Context: an optimization exercise on an open-source flow, tuned for small area and a short achievable clock period. The choices shown serve that exercise and are no tape-out recipe.
Only simulation tests tie the RTL to the original design; equivalence was not proved.

<file path="flow/constraint.sdc">
create_clock -name core_clock -period 8.5 [get_ports {clk}]
set_input_delay 1.7000 -clock core_clock [delete_from_list [all_inputs] [get_ports {clk}]]
set_output_delay 1.7000 -clock core_clock [all_outputs]
set_load 0.01 [all_outputs]
</file>
<file path="flow/config.mk">
export PLATFORM = sky130hd
export DESIGN_NAME = matrix_mul
export DESIGN_NICKNAME = matrix_mul
export VERILOG_FILES = /design/flow/design.v
export SDC_FILE = /design/flow/constraint.sdc
export NUM_CORES = 4
export LEC_CHECK = 0
export CAP_MARGIN = 20
export CORE_MARGIN = 2
export CORE_UTILIZATION = 40
export SLEW_MARGIN = 20
</file>
<file path="flow/design.v">
package matrix_mul_pkg;
  localparam int N  = 4;
  localparam int DW = 8;
  localparam int OW = 16;
  typedef logic [DW-1:0] elem_t;
  typedef logic [OW-1:0] res_t;
  function automatic integer idx(input integer i, input integer j);
    idx = i * N + j;
  endfunction
endpackage
module matrix_mul_dot
#(
  parameter int N  = matrix_mul_pkg::N,
  parameter int DW = matrix_mul_pkg::DW,
  parameter int OW = matrix_mul_pkg::OW
) (
  input  logic [N*DW-1:0] row_i,
  input  logic [N*DW-1:0] col_i,
  output logic [OW-1:0]   dot_o
);
  always_comb begin
    dot_o = '0;
    for (int k = 0; k < N; k++)
      dot_o = dot_o + OW'({{DW{1'b0}}, row_i[k*DW +: DW]} * {{DW{1'b0}}, col_i[k*DW +: DW]});
  end
endmodule
module matrix_mul
#(
  parameter int N  = matrix_mul_pkg::N,
  parameter int DW = matrix_mul_pkg::DW,
  parameter int OW = matrix_mul_pkg::OW
) (
  input  logic              clk,
  input  logic              rst_n,
  input  logic              in_valid,
  input  logic [N*N*DW-1:0] a_i,
  input  logic [N*N*DW-1:0] b_i,
  output logic              out_valid,
  output logic [N*N*OW-1:0] y_o
);
  localparam int MW = N * N * DW;
  localparam int YW = N * N * OW;
  logic          v1_q, v2_q;
  logic [MW-1:0] a_q, b_q;
  logic [YW-1:0] y_d, y2_q;
  always_ff @(posedge clk or negedge rst_n) begin
    if (!rst_n) begin
      v1_q <= 1'b0;
      v2_q <= 1'b0;
      a_q  <= '0;
      b_q  <= '0;
      y2_q <= '0;
    end else begin
      v1_q <= in_valid;
      v2_q <= v1_q;
      if (in_valid) begin
        a_q <= a_i;
        b_q <= b_i;
      end
      if (v1_q) y2_q <= y_d;
    end
  end
  for (genvar i = 0; i < N; i++) begin : g_row
    for (genvar j = 0; j < N; j++) begin : g_col
      logic [N*DW-1:0] col;
      for (genvar k = 0; k < N; k++) begin : g_k
        assign col[k*DW +: DW] = b_q[(k*N+j)*DW +: DW];
      end
      matrix_mul_dot #(.N(N), .DW(DW), .OW(OW)) u_dot (
        .row_i(a_q[i*N*DW +: N*DW]),
        .col_i(col),
        .dot_o(y_d[(i*N+j)*OW +: OW])
      );
    end
  end
  assign out_valid = v2_q;
  assign y_o       = y2_q;
endmodule
</file>
<file path="flow/run.sh">
#!/bin/bash
# synth_recipe.tcl (not shown) runs the flow's synth.tcl, then flattens the netlist and writes it again
# the make line also repeats each setting of config.mk as NAME=value (left out here)
make -C /OpenROAD-flow-scripts/flow DESIGN_CONFIG=/design/flow/config.mk WORK_HOME=/design/flow/orfs CLKGATE_MAP_FILE= SYNTH_SCRIPT=/design/flow/synth_recipe.tcl finish
</file>
==> summary.txt <==
synthesized netlist by cell type (all sizes together), types with 13 or more instances:
library cell  instances  area, sq um
or2                  15        93.84
o2111ai              20        175.2
dfrtp               514        12860
inv                4641        17420
nor3b                15        112.6
o21a                 22        165.2
nand2b               31        193.9
ha                 1872        23420
nor2                 79        296.5
nor2b                25        156.4
or3                  17        106.4
a31oi                16        100.1
nor3                 44        220.2
a211oi               14        105.1
mux2                403         4564
nor4                 28        175.2
a21oi               100        526.8
o211ai               34        255.2
o21bai               20        150.1
clkbuf              832         3123
and2               2519        15760
fa                 3488        69830
buf                  15        60.05
a21o                106        797.0
o31a                 13        113.9
xor2                 31        271.5
a41oi                25        219.0
or4                  13        97.59
a21boi               29        217.7
xnor2               254         2225
nand2              1646         6178
o21ai               119        595.6
state kept, by name, indices dropped and copies added, names as in the netlist:
signal  flops
b_q       128
a_q       128
v2_q        1
v1_q        1
y2_q      256
worst max-delay path by stage:
stage / to / depth (start not counted)
floorplan: y2_q[237] / 22
global placement: y2_q[250] / 20
detailed placement: y2_q[111] / 22
CTS: y2_q[111] / 22
global route: y2_q[137] / 23
finish: y2_q[137] / 20
metrics by stage:
stage               instances  area (sq um)  utilization, %
finish                  22850        178000           44.27
global route            22780        177800           44.23
CTS                     22750        177700           44.21
detailed placement      22600        175000           43.53
global placement        22600        174900           43.51
floorplan               17080        161300               -
per-layer routing:
layer / track usage, % / vias to the layer above
met1: 34.08 / 62630
met4: 23.81 / 30
met3: 6.362 / 1891
met5: 0 / -
met2: 54.01 / 5257
li1: - / 50120
logic make-up after synthesis:
group           synth area share (%)
buf+inv                        12.78
fa+ha+maj                      57.81
simple gates                   14.61
compound gates                 2.383
flops                          7.974
mux                            2.898
xor+xnor                       1.547
layout make-up:
class,count,area (sq um)
fill,39110,224000
multi-input combinational,11080,127900
inverter,4642,17430
sequential,514,13040
timing repair buffer,1080,10080
tap,5287,6615
clock buffer,102,2240
clock inverter,47,484.2
antenna,99,247.7
==> summary.md <==
| Metric | Value |
|---|---|
| Layout cells sized above 1 | 7.066% |
| Final setup vio count | 0 |
| Final Hold Fails | 0 |
| DRC viols | 0 |
| Warnings from Yosys | 2 |
| Final min period | 8.015 ns |
| Worst clock skew | 0.07841 ns |
| Fmax | 0.1248 GHz |
| Worst Hold Path Cells | 1 |
| Asr flop ratio synth | 100.0% |
| FF-to-FF Start | b_q[4] |
| Effective utilization at floorplan | 40.12% |
| Critical R2R Capture | y2_q[137] |
| CP top delay family | adder cells |
| H-tree lvl count | 3 |
| Vias in the first global route | 130900 |
| Hold_sp | y2_q[231] |
| Logic depth of the worst register-to-register path | 20 |
| Area Growth Syn to Fin | 10.35% |
| Via/cell ratio | approximately 5.2 |
| Die area | 0.4084 sq mm |
| Detailed Routing Iterations Pass 1 | 5 |
| Sum of negative setup slack | 0 ns |
| Die width | 639.0 um |
| Crit-path cells | nand2_1, fa_1, inv_1, fa_1, inv_1, fa_1, fa_1, inv_1, fa_1, fa_1, fa_1, fa_1, ha_1, o21ai_0, a21oi_1, o21ai_0, nor3b_1, nor3_1, buf_4, a21o_1 |
| Worst EP required | 9.29 ns |
| Post-cts resize count | 0 |
| IO buf count | 515 |
| Initial antenna violation count | about 120 |
| Net count, final | between 20000 and 25000 |
| Max-Cap Viols | 0 |
| Unrepaired setup endpoints after global routing | false |
| Syn Std Cell Area | approximately 0.16 sq mm |
| Clock latency (worst-skew pair) | 0.91 ns |
| ANT nets after route | 0 |
| Syn avg cell area | 9.442 sq um |
| Post-CTS Repair Setup Buffers | 0 |
| DR WL met2 | slightly above 300 mm |
| Clk root buf | clkbuf_16 |
| DRT iter0 DRCs | 8405 |
| Critical Path AT | 8.81 ns |
| Place WS | 0.9041 ns |
| Routed len/inst | between 20 and 30 um |
| Seq cells post-synth | between 500 and 600 |
| Final setup margin | 0.4850 ns |
| Hold endpoint | y2_q[231] |
| Most used cell, CP | fa_1 |
| Top-level port count | around 520 |
| Outcome | no timing/DRC/antenna violations |
| Most frequent cells in the layout | 4641 x inv_1, 3488 x fa_1, 2519 x and2_1, 1872 x ha_1, 1646 x nand2_1 |
| Met3 WL | 47.68 mm |
| FF-to-FF setup slack | 0.48 ns |
| Routability cong. | 1.011 |
| Clock Tree Buf Depth | 4 |
| Grt ovf | 0 |
| Crit-path max FO | 9 |
| Worst hold slack | 0.4808 ns |
| Hold-fix buffers, CTS | 0 |
| Crit path from | b_q[4] |
| CTS tree | done |
| First-pass GRT wire length | 911.8 mm |
| Wire length on met1 | 214.2 mm |
| Slew Viols, Final | 0 |
| Seq/Total Area, Yosys | under 10% |
| Fin crit share | 94.29% |
| Mapped Cells | 17080 |
| Vias post-DR | approximately 120k |
| CP Launch Type | register |
| Max stage delay cell, worst path | dfrtp_1 |
| DRT Wirelength | 630.2 mm |
| Crit Path Category | register to register |
| Die height | 639.0 um |
| Placeable Area | 0.4020 sq mm |
| GRT Total Usage | 31.40% |
| Mapped Nets | about 23000 |
| Pin count of the biggest net entering global routing | 130 |
| Highest metal used | met5 |
| Post-synth top flop | dfrtp_1 |
| CTS sink cnt | 514 |
| Commonest non-fill, non-tap cell in the layout | inv_1 |
| Crit end category | register |
| Std cell rows | 233 |
| Tightest Hold Check Type | register to register |
| HPWL after DPL | 514.0 mm |
| Worst path max stage delay | 0.99 ns |
| Number of synthesized flops with an enable pin | 0 |
| TritonCTS Buffers | 84 |
| CP Buf/Inv Count | 4 |
| Clock Pin Slew Worst Setup and Hold Paths | 0.06 ns |
| Worst-Margin Slew | 1.239 ns |
| Unique masters post-synth | approximately 60 |
| Slew headroom | 16.75% |

-- re-timing with driven ports --
The flow's constraints put no driver on any port. The routed layout listed below was extracted and timed again, unchanged, in two steps.
Step 1: set_driving_cell puts a clkbuf_16 on clk and a buf_2 on each other input, an assumption about the parent block.
Step 2, shift: input delay + t, output delay - t, t = (earliest + latest rising clock arrival at the registers) / 2. This alone moves slack from input paths to output paths.
a / b / c = no drivers / after step 1 / after step 2; a / b = the first two.
shift t [ns]: 0.984
setup WS [ns]: 0.485 / 0.485 / 0.485
worst setup path after step 2: register to register
cell pins on the clock port's net: 1
After both steps setup and hold are still met in this run. For this run, drivers alone change the setup slack by 0.000 ns; drivers and shift together by 0.000 ns.
